Background: an optimization exercise with open tools, aiming at small area and a short achievable clock period. Do not read the settings as production practice. In this exercise RTL edits were held to simulation tests only and were not proved equivalent to the original.

### design.v
package stack_cpu_pkg;
	typedef logic [15:0] word_t;
	typedef logic [2:0] reg_idx_t;
	typedef logic [3:0] opcode_t;
	localparam opcode_t OP_STACK     = 4'd0;
	localparam opcode_t OP_ALU       = 4'd1;
	localparam opcode_t OP_BR_ALWAYS = 4'd2;
	localparam opcode_t OP_BR_C      = 4'd3;
	localparam opcode_t OP_BR_NC     = 4'd4;
	localparam opcode_t OP_BR_Z      = 4'd5;
	localparam opcode_t OP_BR_NZ     = 4'd6;
	localparam opcode_t OP_BR_V      = 4'd7;
	localparam opcode_t OP_BR_NV     = 4'd8;
	localparam opcode_t OP_BR_S      = 4'd9;
	localparam opcode_t OP_BR_NS     = 4'd10;
	localparam opcode_t OP_CALL      = 4'd11;
	localparam opcode_t OP_RET       = 4'd12;
	typedef logic [1:0] alu_fn_t;
	localparam alu_fn_t ALU_ADD = 2'd0;
	localparam alu_fn_t ALU_NEG = 2'd1;
	localparam alu_fn_t ALU_OR  = 2'd2;
	localparam alu_fn_t ALU_NOT = 2'd3;
	localparam int NUM_REGS = 8;
	localparam int IMEM_WORDS = 256;
	localparam int DMEM_WORDS = 256;
	localparam int IMEM_AW = $clog2(IMEM_WORDS);
	localparam int DMEM_AW = $clog2(DMEM_WORDS);
	localparam word_t PC_RESET = 16'h0000;
	localparam word_t SP_RESET = 16'h01F8;
	localparam word_t PC_STEP = 16'd2;
endpackage
module stack_cpu (
	input logic clk,
	input logic reset,
	input logic run,
	input logic load_valid,
	input logic [stack_cpu_pkg::IMEM_AW-1:0] load_addr,
	input stack_cpu_pkg::word_t load_data,
	output logic load_ready,
	output stack_cpu_pkg::word_t pc,
	output stack_cpu_pkg::word_t instr,
	output logic wb_valid,
	output stack_cpu_pkg::reg_idx_t wb_reg,
	output stack_cpu_pkg::word_t wb_data,
	output logic mem_write,
	output stack_cpu_pkg::word_t mem_addr,
	output stack_cpu_pkg::word_t mem_data
);
	stack_cpu_pkg::word_t imem [stack_cpu_pkg::IMEM_WORDS];
	stack_cpu_pkg::word_t dmem [stack_cpu_pkg::DMEM_WORDS];
	stack_cpu_pkg::word_t regs [stack_cpu_pkg::NUM_REGS];
	stack_cpu_pkg::word_t sp;
	stack_cpu_pkg::word_t ir;
	stack_cpu_pkg::word_t tos_q;
	logic rst_q;
	logic carry_q, overflow_q, zero_q, sign_q;
	stack_cpu_pkg::word_t tos;
	stack_cpu_pkg::word_t pc_plus;
	stack_cpu_pkg::word_t target;
	stack_cpu_pkg::word_t sp_dec;
	stack_cpu_pkg::word_t sp_inc;
	stack_cpu_pkg::word_t rd_data;
	stack_cpu_pkg::word_t alu_result;
	stack_cpu_pkg::word_t pc_run;
	stack_cpu_pkg::word_t nos;
	logic [3:0] opcode;
	logic [2:0] rd;
	logic is_push, is_pop, is_alu, is_call, is_ret, is_branch;
	logic taken;
	logic alu_c, alu_v;
	logic [16:0] sum;
	logic [15:0] low_sum;
	localparam int SP_RESET_WORD = stack_cpu_pkg::SP_RESET[stack_cpu_pkg::DMEM_AW:1];
	assign instr = rst_q ? imem[0] : ir;
	assign tos = rst_q ? dmem[SP_RESET_WORD] : tos_q;
	assign opcode = instr[15:12];
	assign rd = instr[9:7];
	assign is_push = (opcode == stack_cpu_pkg::OP_STACK) & ~instr[10];
	assign is_pop = (opcode == stack_cpu_pkg::OP_STACK) & instr[10];
	assign is_alu = (opcode == stack_cpu_pkg::OP_ALU);
	assign is_call = (opcode == stack_cpu_pkg::OP_CALL);
	assign is_ret = (opcode == stack_cpu_pkg::OP_RET);
	assign is_branch = (opcode >= stack_cpu_pkg::OP_BR_ALWAYS) && (opcode <= stack_cpu_pkg::OP_BR_NS);
	always_comb
	begin
		case (opcode)
			stack_cpu_pkg::OP_BR_ALWAYS: taken = 1'b1;
			stack_cpu_pkg::OP_BR_C:      taken = carry_q;
			stack_cpu_pkg::OP_BR_NC:     taken = ~carry_q;
			stack_cpu_pkg::OP_BR_Z:      taken = zero_q;
			stack_cpu_pkg::OP_BR_NZ:     taken = ~zero_q;
			stack_cpu_pkg::OP_BR_V:      taken = overflow_q;
			stack_cpu_pkg::OP_BR_NV:     taken = ~overflow_q;
			stack_cpu_pkg::OP_BR_S:      taken = sign_q;
			stack_cpu_pkg::OP_BR_NS:     taken = ~sign_q;
			stack_cpu_pkg::OP_CALL:      taken = 1'b1;
			default:                     taken = 1'b0;
		endcase
	end
	assign pc_plus = pc + stack_cpu_pkg::PC_STEP;
	assign target = pc_plus + {{4{instr[11]}}, instr[11:0]};
	assign sp_dec = sp - stack_cpu_pkg::PC_STEP;
	assign sp_inc = sp + stack_cpu_pkg::PC_STEP;
	assign pc_run = is_ret ? tos : (taken ? target : pc_plus);
	assign rd_data = regs[rd];
	assign sum = {1'b0, rd_data} + {1'b0, tos};
	assign low_sum = {1'b0, rd_data[14:0]} + {1'b0, tos[14:0]};
	always_comb
	begin
		alu_c = 1'b0;
		alu_v = 1'b0;
		case (instr[11:10])
			stack_cpu_pkg::ALU_ADD:
			begin
				alu_result = sum[15:0];
				alu_c = sum[16];
				alu_v = sum[16] ^ low_sum[15];
			end
			stack_cpu_pkg::ALU_NEG: alu_result = (~tos) + 16'd1;
			stack_cpu_pkg::ALU_OR:  alu_result = rd_data | tos;
			default:                alu_result = ~tos;
		endcase
	end
	assign load_ready = ~run;
	assign wb_valid = run & (is_pop | is_alu);
	assign wb_reg = rd;
	assign wb_data = is_alu ? alu_result : tos;
	assign mem_write = run & (is_push | is_call);
	assign mem_addr = sp_dec;
	assign mem_data = is_call ? pc_plus : rd_data;
	assign nos = dmem[sp_inc[stack_cpu_pkg::DMEM_AW:1]];
	always_ff @(posedge clk or posedge reset)
	begin
		if (reset)
		begin
			pc <= stack_cpu_pkg::PC_RESET;
			sp <= stack_cpu_pkg::SP_RESET;
			carry_q <= 1'b0;
			overflow_q <= 1'b0;
			zero_q <= 1'b0;
			sign_q <= 1'b0;
			for (int i = 0; i < stack_cpu_pkg::NUM_REGS; i++)
				regs[i] <= '0;
		end
		else if (run)
		begin
			pc <= pc_run;
			if (is_push | is_call)
				sp <= sp_dec;
			else if (is_pop | is_ret)
				sp <= sp_inc;
			if (is_alu)
			begin
				carry_q <= alu_c;
				overflow_q <= alu_v;
				zero_q <= (alu_result == '0);
				sign_q <= alu_result[15];
			end
			if (is_pop | is_alu)
				regs[rd] <= wb_data;
		end
	end
	always_ff @(posedge clk or posedge reset)
	begin
		if (reset)
			rst_q <= 1'b1;
		else
			rst_q <= 1'b0;
	end
	always_ff @(posedge clk)
	begin
		if (run)
		begin
			ir <= imem[pc_run[stack_cpu_pkg::IMEM_AW:1]];
			if (is_push)
				tos_q <= rd_data;
			else if (is_call)
				tos_q <= pc_plus;
			else if (is_pop | is_ret)
				tos_q <= nos;
			else
				tos_q <= tos;
		end
		else
		begin
			if (load_valid && load_addr == pc[stack_cpu_pkg::IMEM_AW:1])
				ir <= load_data;
			else
				ir <= instr;
			tos_q <= tos;
		end
	end
	always_ff @(posedge clk)
	begin
		if (load_valid && !run)
			imem[load_addr] <= load_data;
		if (mem_write)
			dmem[sp_dec[stack_cpu_pkg::DMEM_AW:1]] <= mem_data;
	end
endmodule
### run.sh
#!/bin/bash
# synth_recipe.tcl (not shown) runs the flow's synth.tcl, then flattens the netlist and writes it again
# the make line also repeats each setting of config.mk as NAME=value (left out here)
make -C /OpenROAD-flow-scripts/flow DESIGN_CONFIG=/design/flow/config.mk WORK_HOME=/design/flow/orfs CLKGATE_MAP_FILE= SYNTH_SCRIPT=/design/flow/synth_recipe.tcl finish
### config.mk
export PLATFORM = sky130hd
export DESIGN_NAME = stack_cpu
export DESIGN_NICKNAME = stack_cpu
export VERILOG_FILES = /design/flow/design.v
export SDC_FILE = /design/flow/constraint.sdc
export NUM_CORES = 4
export LEC_CHECK = 0
export CAP_MARGIN = 20
export CORE_MARGIN = 2
export CORE_UTILIZATION = 30
export PLACE_DENSITY = 0.38
export SLEW_MARGIN = 20
### constraint.sdc
create_clock -name core_clock -period 15.0 [get_ports {clk}]
set_input_delay 3.0000 -clock core_clock [delete_from_list [all_inputs] [get_ports {clk}]]
set_output_delay 3.0000 -clock core_clock [all_outputs]
set_load 0.01 [all_outputs]
==> reports/summary.txt, run 1 <==
status = complete, no violations
area delta synth->final = 16.6%
sequential share of the synthesized area = 0.760
Initial Utilization = 0.301
reg2reg start = rst_q
# rows = 385
# Post-CTS Setup Buffers = 0
Yosys top cell by area = edfxtp_1
CP peak stage delay = 1110 ps
DP Cell Count = 32500
EDFF count, synth = 8192
Via density = 5.20
share of layout cells above drive strength 1 = 0.229
measured slew at the worst slew-check pin = 1300 ps
first-pass GRT wire length = 1620000 µm
I/O pin cnt = 114
die extent in x = 1050 µm
Synth Warn # = 2
CTS tree = yes
Synth area leaders = edfxtp_1 75%, mux4_2 11%, nand2_1 2.8%, mux2i_1 1.5%, nand3_1 1.2%
pre-CTS setup slack = 4790 ps
vias in the first global route = 179000
drt drc = 0
FMAX = 87.4 MHz
asr flop ratio synth = 0.0196
nets@finish = 19100
Synth Area per Inst = 18.2 µm²
largest net degree at the start of global routing = 165
Req. time, crit path = 12000 ps
DR iter-0 viols = 17700
CP endpoint kind = output port
DP HPWL = 736000 µm
Post-synth top cells = 8192 x edfxtp_1, 2455 x nand2_1, 1573 x mux4_2, 823 x nand3_1, 777 x nor2_1
Routed WL = 1200000 µm
post-route setup slack = 3560 ps
Worst Skew = 120 ps
worst-case clock buffer depth = 5
Congestion Overflow GR = 0
beginning of the critical path = rst_q
WS Path Type = flop to output port
Final Max Slew Viols = 0
Placer Congestion = 0.802
# H-tree levels = 6
Tmin final = 11440 ps
Hold Path Class = flop to flop
total CTS buffers = 935
# resized after CTS = 0
RSZ-0062 raised after global routing = false
crit path cell chain = mux2i_4, buf_4, clkinv_1, nor2_1, nand2_1, o22ai_1, inv_1, ha_1, a21o_1, a21oi_1, o21ai_0, a31oi_1, o211ai_1, a41oi_1, o21bai_1, mux2i_1, o22ai_1, o21ai_1, buf_4, clkdlybuf4s50_1
Synth top area share = 0.746
GRT Total Usage = 0.211
Syn Inst Count = 18100
Root Buffer = clkbuf_16
post-layout util = 0.351
Worst EP arrival = 8440 ps
total number of vias = 178000
final setup fails = 0
fin crit share = 0.762
hold path startpoint = regs[6][15]
non-filler instance count after layout = 34300
Crit-path slowest cell = dfstp_4
port bufs = 112
Unique masters post-synth = 104
Sum Neg Setup Slack = 0 ps
Hold-fix buffers, CTS = 0
Worst-path clk slew = 70 ps
DRT Pass-1 Iters = 6
worst-path maximum fanout = 46
antenna-violating nets left = 0
Clk Latency, worst-skew pair = 1200 ps
final hold vios = 0
Critical Path Start Type = flop
core area = 1100000 µm²
initial antenna violation count = 97
max_cap viols = 0
Main synth FF type = edfxtp_1
Die ar. = 1110000 µm²
most common cell in the netlist = edfxtp_1
Sink Count = 8388
count of state elements after synthesis = 8388
routed length per instance = 34.9 µm
die height = 1050 µm
Cell Area, Synth = 330000 µm²
Max-slew headroom = 0.125
stage by stage:
stage	hold slack, ps	area, µm²
after floorplan	475	330000
after global routing	531	385000
after detailed placement	497	355000
final	509	385000
after global placement	491	355000
after CTS	511	384000
worst paths after layout:
kind,endpoint,slack (ps),depth (start not counted)
hold / removal,regs[6][15],510,1
max in group asynchronous,pc[3],11170,3
hold reg to reg,regs[6][15],510,1
setup reg to reg,ir[12],6640,14
min in group asynchronous,regs[7][13],2380,2
setup / recovery,wb_data[15],3560,20
flip-flops by register name (all words and copies together) (netlist names):
name        count
overflow_q      1
imem         4096
zero_q          1
regs          128
pc             16
sp             15
ir             16
carry_q         1
sign_q          1
tos_q          16
rst_q           1
dmem         4096
kinds of logic (layout without fill, tap and decap cells):
group           Yosys count  count (layout)  share of synthesized area
compound gates         1705            1705                     0.0370
xor+xnor                 64              64                    0.00170
fa+ha+maj                57              57                    0.00221
buf+inv                1212            2908                     0.0161
flops                  8388            8388                      0.760
mux                    2122            2122                      0.124
other cells               1              31                  0.0000114
simple gates           4526            4526                     0.0583
cell usage in the layout, fill, tap and decap left out, types with 213 or more instances in the layout:
| cell type | netlist | final |
|---|---|---|
| mux2i_1 | 483 | 475 |
| clkbuf_1 | 543 | 230 |
| buf_4 | 77 | 914 |
| nand3_1 | 823 | 810 |
| nor2_1 | 777 | 332 |
| nor2_2 | 2 | 309 |
| clkbuf_16 | 0 | 941 |
| a31oi_1 | 215 | 213 |
| clkinv_1 | 4 | 241 |
| nand2_1 | 2455 | 2427 |
| edfxtp_1 | 8192 | 8192 |
| mux4_2 | 1573 | 1573 |
| a21oi_1 | 317 | 305 |
per-layer routing:
layer  wire [µm]  share of wire  up-vias  track usage
met2      579000           0.48     4939        0.351
met1      526000           0.44    97500        0.292
met5           0              0        -            0
li1            -              -    74600            -
met3       54900          0.046     1395       0.0254
met4       36600          0.031        0       0.0577
worst max-delay path: cells and delay by family, from the launching register on:
| kind | cells | cell delay (ps) |
|---|---|---|
| AO/OA/AOI/OAI | 10 | 3120 |
| adder cells (fa/ha/maj) | 1 | 340 |
| buffers and inverters | 5 | 1480 |
| flip-flops | 1 | 1110 |
| multiplexers | 2 | 470 |
| AND/OR/NAND/NOR | 2 | 670 |
cell type report:
type	instances	area, µm²
Clock inverter	556	4940
Inverter	83	319
Antenna cell	29	72.6
Fill cell	103000	713000
Sequential cell	8388	251000
Timing Repair Buffer	1085	9250
Clock buffer	1184	24600
Multi-Input combinational cell	8476	76600
Tap cell	14500	18200
==> inputs of run 2 (changes only) <==
--- a/design.v
+++ b/design.v
@@ -52,6 +52,9 @@
 	stack_cpu_pkg::word_t sp;
 	stack_cpu_pkg::word_t ir;
 	stack_cpu_pkg::word_t tos_q;
+	stack_cpu_pkg::word_t rx;
+	stack_cpu_pkg::word_t ir_next;
+	logic [2:0] rd_next;
 	logic rst_q;
 	logic carry_q, overflow_q, zero_q, sign_q;
 	stack_cpu_pkg::word_t tos;
@@ -102,9 +105,25 @@
 	assign sp_dec = sp - stack_cpu_pkg::PC_STEP;
 	assign sp_inc = sp + stack_cpu_pkg::PC_STEP;
 	assign pc_run = is_ret ? tos : (taken ? target : pc_plus);
-	assign rd_data = regs[rd];
-	assign sum = {1'b0, rd_data} + {1'b0, tos};
-	assign low_sum = {1'b0, rd_data[14:0]} + {1'b0, tos[14:0]};
+	assign rd_data = rx;
+	logic [15:0] g0, p0, gk, pk;
+	always_comb
+	begin
+		g0 = rd_data & tos;
+		p0 = rd_data ^ tos;
+		gk = g0;
+		pk = p0;
+		for (int d = 1; d < 16; d = d * 2)
+		begin
+			for (int i = 15; i >= d; i--)
+			begin
+				gk[i] = gk[i] | (pk[i] & gk[i-d]);
+				pk[i] = pk[i] & pk[i-d];
+			end
+		end
+		sum = {gk[15], p0 ^ {gk[14:0], 1'b0}};
+		low_sum = {gk[14], 15'b0};
+	end
 	always_comb
 	begin
 		alu_c = 1'b0;
@@ -167,11 +186,30 @@
 		else
 			rst_q <= 1'b0;
 	end
+	always_comb
+	begin
+		if (run)
+			ir_next = imem[pc_run[stack_cpu_pkg::IMEM_AW:1]];
+		else if (load_valid && load_addr == pc[stack_cpu_pkg::IMEM_AW:1])
+			ir_next = load_data;
+		else
+			ir_next = instr;
+	end
+	assign rd_next = ir_next[9:7];
+	always_ff @(posedge clk or posedge reset)
+	begin
+		if (reset)
+			rx <= '0;
+		else if (wb_valid && rd_next == rd)
+			rx <= wb_data;
+		else
+			rx <= regs[rd_next];
+	end
 	always_ff @(posedge clk)
 	begin
+		ir <= ir_next;
 		if (run)
 		begin
-			ir <= imem[pc_run[stack_cpu_pkg::IMEM_AW:1]];
 			if (is_push)
 				tos_q <= rd_data;
 			else if (is_call)
@@ -183,10 +221,6 @@
 		end
 		else
 		begin
-			if (load_valid && load_addr == pc[stack_cpu_pkg::IMEM_AW:1])
-				ir <= load_data;
-			else
-				ir <= instr;
 			tos_q <= tos;
 		end
 	end
--- a/config.mk
+++ b/config.mk
@@ -9,4 +9,5 @@
 export CORE_MARGIN = 2
 export CORE_UTILIZATION = 30
 export PLACE_DENSITY = 0.38
+export SETUP_SLACK_MARGIN = 5
 export SLEW_MARGIN = 20
==> run 2 against run 1 <==
- first-iteration DRC count increased by 0.43%
- wire length decreased by 2.4%
- critical path depth unchanged
- highest routed layer is now met5
- utilization decreased by 0.28 points
- sequential share of layout area decreased by 0.079 points
- via count increased by 4.2%
- hold slack got worse by 2.2 ps
- sequential cell count increased by 16
==> reports/summary.txt, run 2 <==
max_cap viols = 0 (unchanged)
Max-slew headroom = 0.101 (-0.0236)
Synth Warn # = 2 (unchanged)
# rows = 387 (+0.52%)
final hold vios = 0 (unchanged)
initial antenna violation count = 84 (-13%)
Tmin final = 9580 ps (-1860 ps)
DR iter-0 viols = 17800 (+0.43%)
Root Buffer = clkbuf_16
Hold Path Class = flop to flop
Req. time, crit path = 12000 ps (about the same)
largest net degree at the start of global routing = 148 (-10%)
Synth Area in XOR/XNOR = 0.00223 (+0.000529)
worst-case clock buffer depth = 5 (unchanged)
Initial Utilization = 0.301 (about the same)
antenna-violating nets left = 0 (unchanged)
FMAX = 104 MHz (+19%)
simple-gate portion of the synthesized area = 0.0870 (+0.0287)
Main synth FF type = edfxtp_1
final setup fails = 0 (unchanged)
Post-synth top cells = 8192 x edfxtp_1, 3983 x nand2_1, 1485 x nand3_1, 1376 x mux4_2, 759 x nor2_1
Top cell by count, worst path = a21oi_1
asr flop ratio synth = 0.0214 (+0.00187)
Synth Area per Inst = 16.6 µm² (-9.2%)
final hold slack = 507 ps (-2.25 ps)
EDFF count, synth = 8192 (unchanged)
Sum Neg Setup Slack = 0 ps (unchanged)
DP Cell Count = 34600 (+6.4%)
nets@finish = 20900 (+9.5%)
total number of vias = 186000 (+4.2%)
fin crit share = 0.639 (-0.124)
core area = 1110000 µm² (+1.1%)
Routed WL = 1170000 µm (-2.4%)
Yosys top cell by area = edfxtp_1
sequential share of the synthesized area = 0.753 (-0.00732)
WS Path Type = flop to output port
first-pass GRT wire length = 1610000 µm (-0.90%)
measured slew at the worst slew-check pin = 1340 ps (+39.3 ps)
register area = 251000 µm² (+0.16%)
Cell Area, Synth = 334000 µm² (+1.1%)
Sink Count = 8404 (+0.19%)
Worst Skew = 75.5 ps (-44.4 ps)
Synth Area in Adders = 0.00218 (-0.0000247)
Final Max Slew Viols = 0 (unchanged)
post-layout util = 0.348 (-0.00282)
worst-path maximum fanout = 17 (-63%)
Via density = 5.11 (-1.7%)
Synth area leaders = edfxtp_1 74%, mux4_2 9.3%, nand2_1 4.5%, nand3_1 2.2%, a311oi_1 1.7%
DP HPWL = 709000 µm (-3.7%)
CP peak stage delay = 880 ps (-230 ps)
crit path cell chain = mux2i_4, inv_1, ha_1, fa_1, a21o_1, a21oi_1, o21bai_1, a21oi_1, o21bai_1, a21oi_1, o21bai_1, a21oi_1, o21bai_1, a21oi_1, o21bai_1, o311ai_0, a21oi_1, a21oi_1, buf_4, clkdlybuf4s50_1
# H-tree levels = 6 (unchanged)
Synth top area share = 0.738 (-0.00836)
Unique masters post-synth = 108 (+3.8%)
Multi-input gate area = 78200 µm² (+2.2%)
most common cell after layout, fill and taps aside = edfxtp_1
area delta synth->final = 15.6%
die height = 1060 µm (+0.56%)
non-filler instance count after layout = 36400 (+6.0%)
CTS tree = yes
Synth Area in Compound Gates = 0.0376 (+0.000629)
r2r setup slk = 5530 ps (-1110 ps)
Critical Path Start Type = flop
drt drc = 0 (unchanged)
Congestion Overflow GR = 0 (unchanged)
Placer Congestion = 0.816 (+1.7%)
most common cell in the netlist = edfxtp_1
Die ar. = 1120000 µm² (+1.1%)
RSZ-0062 raised after global routing = false
GRT Total Usage = 0.203 (-0.00752)
leading cell types in the layout, fill and taps excluded = 8192 x edfxtp_1, 3982 x nand2_1, 1458 x nand3_1
port bufs = 112 (unchanged)
Hold-fix buffers, CTS = 0 (unchanged)
largest family of logic cells by synthesized area = multiplexers
multiplexer share of the synthesized area = 0.0993 (-0.0250)
vias in the first global route = 184000 (+3.0%)
routed length per instance = 32.1 µm (-8.0%)
total CTS buffers = 928 (-0.75%)
I/O pin cnt = 114 (unchanged)
share of layout cells above drive strength 1 = 0.187 (-0.0414)
die extent in x = 1060 µm (+0.56%)
count of state elements after synthesis = 8404 (+0.19%)
status = complete, no violations
# fillers = 105000 (+1.8%)
DRT Pass-1 Iters = 8 (+2)
Clk Latency, worst-skew pair = 1140 ps (-60 ps)
Worst-path clk slew = 60 ps (about the same)
Crit-path slowest cell = dfstp_4
Worst EP arrival = 6580 ps (-1860 ps)
Syn Inst Count = 20100 (+11%)
CP endpoint kind = output port
[run 2: layout make-up]
type	count	share of cell area
well taps	14800	0.0479
diodes	64	0.000415
inverters	96	0.000963
clock inverters	493	0.00993
multi-input cells	10300	0.203
flip-flops and latches	8404	0.651
clock buffers	1187	0.0634
repair buffers	1065	0.0233
[run 2: critical path: cells and delay by family, from the launching register on]
family                     cells  cell delay, ps
AOI/OAI and AO/OA             14            2560
adders and majority gates      2             680
buffers and inverters          3             930
DFF                            1             880
muxes                          1             430
[run 2: repair_timing]
| action | CTS | global route |
|---|---|---|
| gates resized for setup | 2 | 3 |
| gates cloned | 0 | 0 |
| pin swaps | 0 | 1 |
| buffers inserted | 0 | 6 |
| endpoints found under the setup margin | 2 | 18 |
[run 2: worst paths after layout]
check | start | endpoint | cells after the start
worst max register to register | rst_q | rx[14] | 20
worst min-delay path | regs[0][7] | regs[0][7] | 1
min in group asynchronous | reset | regs[6][2] | 2
worst min register to register | regs[0][7] | regs[0][7] | 1
worst max-delay path | rst_q | wb_data[14] | 20
max in group asynchronous | reset | sp[1] | 3
[run 2: cell families after synthesis]
kind of cell	after synthesis
and+or+nand+nor	6836
AOI/OAI and AO/OA	1728
DFF	8404
buffers and inverters	1438
adders and majority gates	57
xor gates and xnor gates	84
other	1
muxes	1580
[run 2: metal layers]
layer,global-route usage,vias up,part of all wire
met1,0.284,100000,0.45
met2,0.341,4569,0.49
met3,0.0209,1282,0.039
li1,-,80000,-
met4,0.0507,2,0.026
met5,0,-,0.000018
[run 2: stage by stage]
step	cell area [µm²]	setup WS [ps]
finish	386000	5420
CTS	385000	5080
floorplan	334000	3260
global route	386000	5020
detailed placement	357000	5130
global placement	357000	4680
==> inputs of run 3 (changes only) <==
--- a/config.mk
+++ b/config.mk
@@ -7,7 +7,9 @@
 export LEC_CHECK = 0
 export CAP_MARGIN = 20
 export CORE_MARGIN = 2
-export CORE_UTILIZATION = 30
-export PLACE_DENSITY = 0.38
+export CORE_UTILIZATION = 55
+export CTS_CLUSTER_DIAMETER = 60
+export CTS_CLUSTER_SIZE = 30
+export PLACE_DENSITY = 0.65
 export SETUP_SLACK_MARGIN = 5
 export SLEW_MARGIN = 20
==> run 3 against run 2 <==
- still clean on timing, DRC and antenna
- via count rose by 0.95%
- non-clock buffer count down 103
- synthesized cell count unchanged
- count of clock-buffer cells in the layout fell by 576
- utilization up 26 points
- global-route usage up 9.5 points
- highest routed layer unchanged
==> reports/summary.txt, run 3 <==
Req. time, crit path = 12000 ps (about the same)
I/O pin cnt = 114 (unchanged)
max_cap viols = 0 (unchanged)
r2r setup slk = 5650 ps (+120 ps)
worst-path maximum fanout = 42 (+25)
Die ar. = 613000 µm² (-45%)
Synth Area in XOR/XNOR = 0.00223 (unchanged)
DR iter-0 viols = 25900 (+46%)
largest family of logic cells by synthesized area = multiplexers
final setup fails = 0 (unchanged)
Worst Skew = 56.7 ps (-18.8 ps)
Critical Path Start Type = flop
Synth Area in Adders = 0.00218 (unchanged)
post-layout util = 0.606 (+0.259)
Sum Neg Setup Slack = 0 ps (unchanged)
GRT Total Usage = 0.298 (+0.0951)
Crit-path slowest cell = clkdlybuf4s50_1
status = complete, no violations
final hold slack = 511 ps (+3.59 ps)
die extent in x = 783 µm (-26%)
fin crit share = 0.634 (-0.00425)
# rows = 286 (-26%)
leading cell types in the layout, fill and taps excluded = 8192 x edfxtp_1, 3982 x nand2_1, 1465 x nand3_1
first-pass GRT wire length = 1320000 µm (-18%)
Initial Utilization = 0.551 (+0.250)
Sink Count = 8404 (unchanged)
core area = 605000 µm² (-45%)
die height = 783 µm (-26%)
CP endpoint kind = output port
Yosys top cell by area = edfxtp_1
crit path cell chain = buf_12, mux2i_4, inv_1, ha_1, fa_1, a21o_1, a21oi_1, o21bai_1, a21oi_1, o21bai_1, a21oi_1, o21bai_1, a21oi_1, o21bai_1, a21oi_1, o21bai_1, o311ai_0, a21oi_1, a21oi_4, clkdlybuf4s50_1
routed length per instance = 32.1 µm (about the same)
nets@finish = 20400 (-2.3%)
Main synth FF type = edfxtp_1
Clk Latency, worst-skew pair = 1130 ps (about the same)
Reg2Reg Depth = 21 (+5.0%)
area delta synth->final = 10.1%
worst hold path stage count = 1 (unchanged)
CP peak stage delay = 640 ps (-240 ps)
Worst-path clk slew = 80 ps (+20 ps)
Top cell by count, worst path = a21oi_1
Hold Path Class = flop to flop
Tmin final = 9520 ps (-63.8 ps)
drt drc = 0 (unchanged)
simple-gate portion of the synthesized area = 0.0870 (unchanged)
Unique masters post-synth = 108 (unchanged)
largest net degree at the start of global routing = 204 (+38%)
Root Buffer = clkbuf_16
sequential share of the synthesized area = 0.753 (unchanged)
Synth Area per Inst = 16.6 µm² (unchanged)
Max-slew headroom = 0.0899 (-0.0114)
most common cell after layout, fill and taps aside = edfxtp_1
Congestion Overflow GR = 0 (unchanged)
total CTS buffers = 553 (-40%)
RSZ-0062 raised after global routing = false
measured slew at the worst slew-check pin = 1360 ps (+16.9 ps)
placed cell area = 347000 µm² (-2.8%)
Synth top area share = 0.738 (unchanged)
final hold vios = 0 (unchanged)
Post-synth top cells = 8192 x edfxtp_1, 3983 x nand2_1, 1485 x nand3_1, 1376 x mux4_2, 759 x nor2_1
asr flop ratio synth = 0.0214 (unchanged)
# fillers = 43800 (-58%)
Via density = 6.48 (+27%)
multiplexer share of the synthesized area = 0.0993 (unchanged)
FMAX = 105 MHz (+0.67%)
vias in the first global route = 177000 (-3.8%)
Synth Warn # = 2 (unchanged)
share of layout cells above drive strength 1 = 0.171 (-0.0166)
Placer Congestion = 0.905 (+11%)
EDFF count, synth = 8192 (unchanged)
Worst EP arrival = 6520 ps (-60 ps)
count of state elements after synthesis = 8404 (unchanged)
# Post-CTS Setup Buffers = 0 (unchanged)
Syn Inst Count = 20100 (unchanged)
initial antenna violation count = 60 (-29%)
total number of vias = 188000 (+0.95%)
most common cell in the netlist = edfxtp_1
DRT Pass-1 Iters = 6 (-2)
port bufs = 112 (unchanged)
Synth Area in Compound Gates = 0.0376 (unchanged)
Synth area leaders = edfxtp_1 74%, mux4_2 9.3%, nand2_1 4.5%, nand3_1 2.2%, a311oi_1 1.7%
Cell Area, Synth = 334000 µm² (unchanged)
DP HPWL = 545000 µm (-23%)
# H-tree levels = 6 (unchanged)
Final Max Slew Viols = 0 (unchanged)
Routed WL = 929000 µm (-20%)
worst-case clock buffer depth = 4 (-1)
WS Path Type = flop to output port
CTS tree = yes
antenna-violating nets left = 0 (unchanged)
design area = 367000 µm² (-4.8%)
-- run 3: cell counts after synthesis --
Identical to the previous run, type by type.
-- run 3: worst max-delay path: cells and delay by family (launching register included) --
family,cells,cell delay [ps]
compound gates,14,2730
fa+ha+maj,2,680
flops,1,550
buf+inv,3,1030
mux,1,390
-- run 3: metrics by stage --
stage / setup WS (ps) / std cells
4_1_cts: 5080 / 28800
2_1_floorplan: 3260 / 20100
6_report: 5480 / 29000
3_3_place_gp: 5330 / 27800
5_1_grt: 4990 / 28900
3_5_place_dp: 5630 / 27800
-- run 3: layout make-up --
cell class	instances	area [µm²]	area share
diodes	133	333	0.000906
inverters	96	370	0.00101
well taps	8064	10100	0.0275
flip-flops and latches	8404	251000	0.684
clock buffers	611	14500	0.0396
clock inverters	399	4910	0.0134
repair buffers	962	8380	0.0228
multi-input cells	10300	77400	0.211
-- run 3: final timing paths --
path | start | endpoint
max reg2reg | rst_q | ir[0]
min | regs[6][14] | regs[6][14]
min in group asynchronous | reset | regs[6][6]
max in group asynchronous | reset | pc[2]
min reg2reg | regs[6][14] | regs[6][14]
max | rst_q | wb_data[14]
-- run 3: layer usage --
layer  routed length [µm]  global-route usage
met5                  266                   0
met4                44500               0.123
met3                87000              0.0464
met2               442000               0.471
met1               355000               0.422
-- run 3: what timing repair did --
item,4_1_cts,5_1_grt
gates resized for setup,3,5
hold buffers,0,0
setup endpoints to repair,1,2
pin swaps,0,1
-- run 3: logic make-up after synthesis --
kind of cell,count (synthesis)
compound gates,1728
flops,8404
buf+inv,1438
other cells,1
mux,1580
simple gates,6836
xor+xnor,84
fa+ha+maj,57

==> separate check: timing with driven ports <==
In the flow no input, the clock included, has a driving cell. The finished layouts below were timed again as built, in two steps.
Step 1 sets driving cells, clkbuf_16 on the clock port and buf_2 on the other inputs (assumed; they add their load-dependent delay and slew).
Step 2 adds t to the input delays and takes it off the output delays; t is the mean of the earliest and latest rising clock arrival at the registers after step 1. Input paths then give back, and output paths get back, about the clock's delay inside the block.
Three values: no drivers, after step 1, after step 2; two values: the first two.
run | t (ns) | setup slack, ns | hold slack, ns | latest minus earliest clock arrival (ns)
run 1 | 1.298 | 3.564 / 3.416 / 4.714 | 0.509 / 0.509 / 0.509 | 0.141 / 0.141
run 2 | 1.274 | 5.419 / 5.257 / 5.533 | 0.507 / 0.507 / 0.507 | 0.093 / 0.093
run 3 | 1.228 | 5.483 / 5.357 / 5.646 | 0.511 / 0.511 / 0.511 | 0.066 / 0.066
After both steps setup and hold are still met in every run listed.
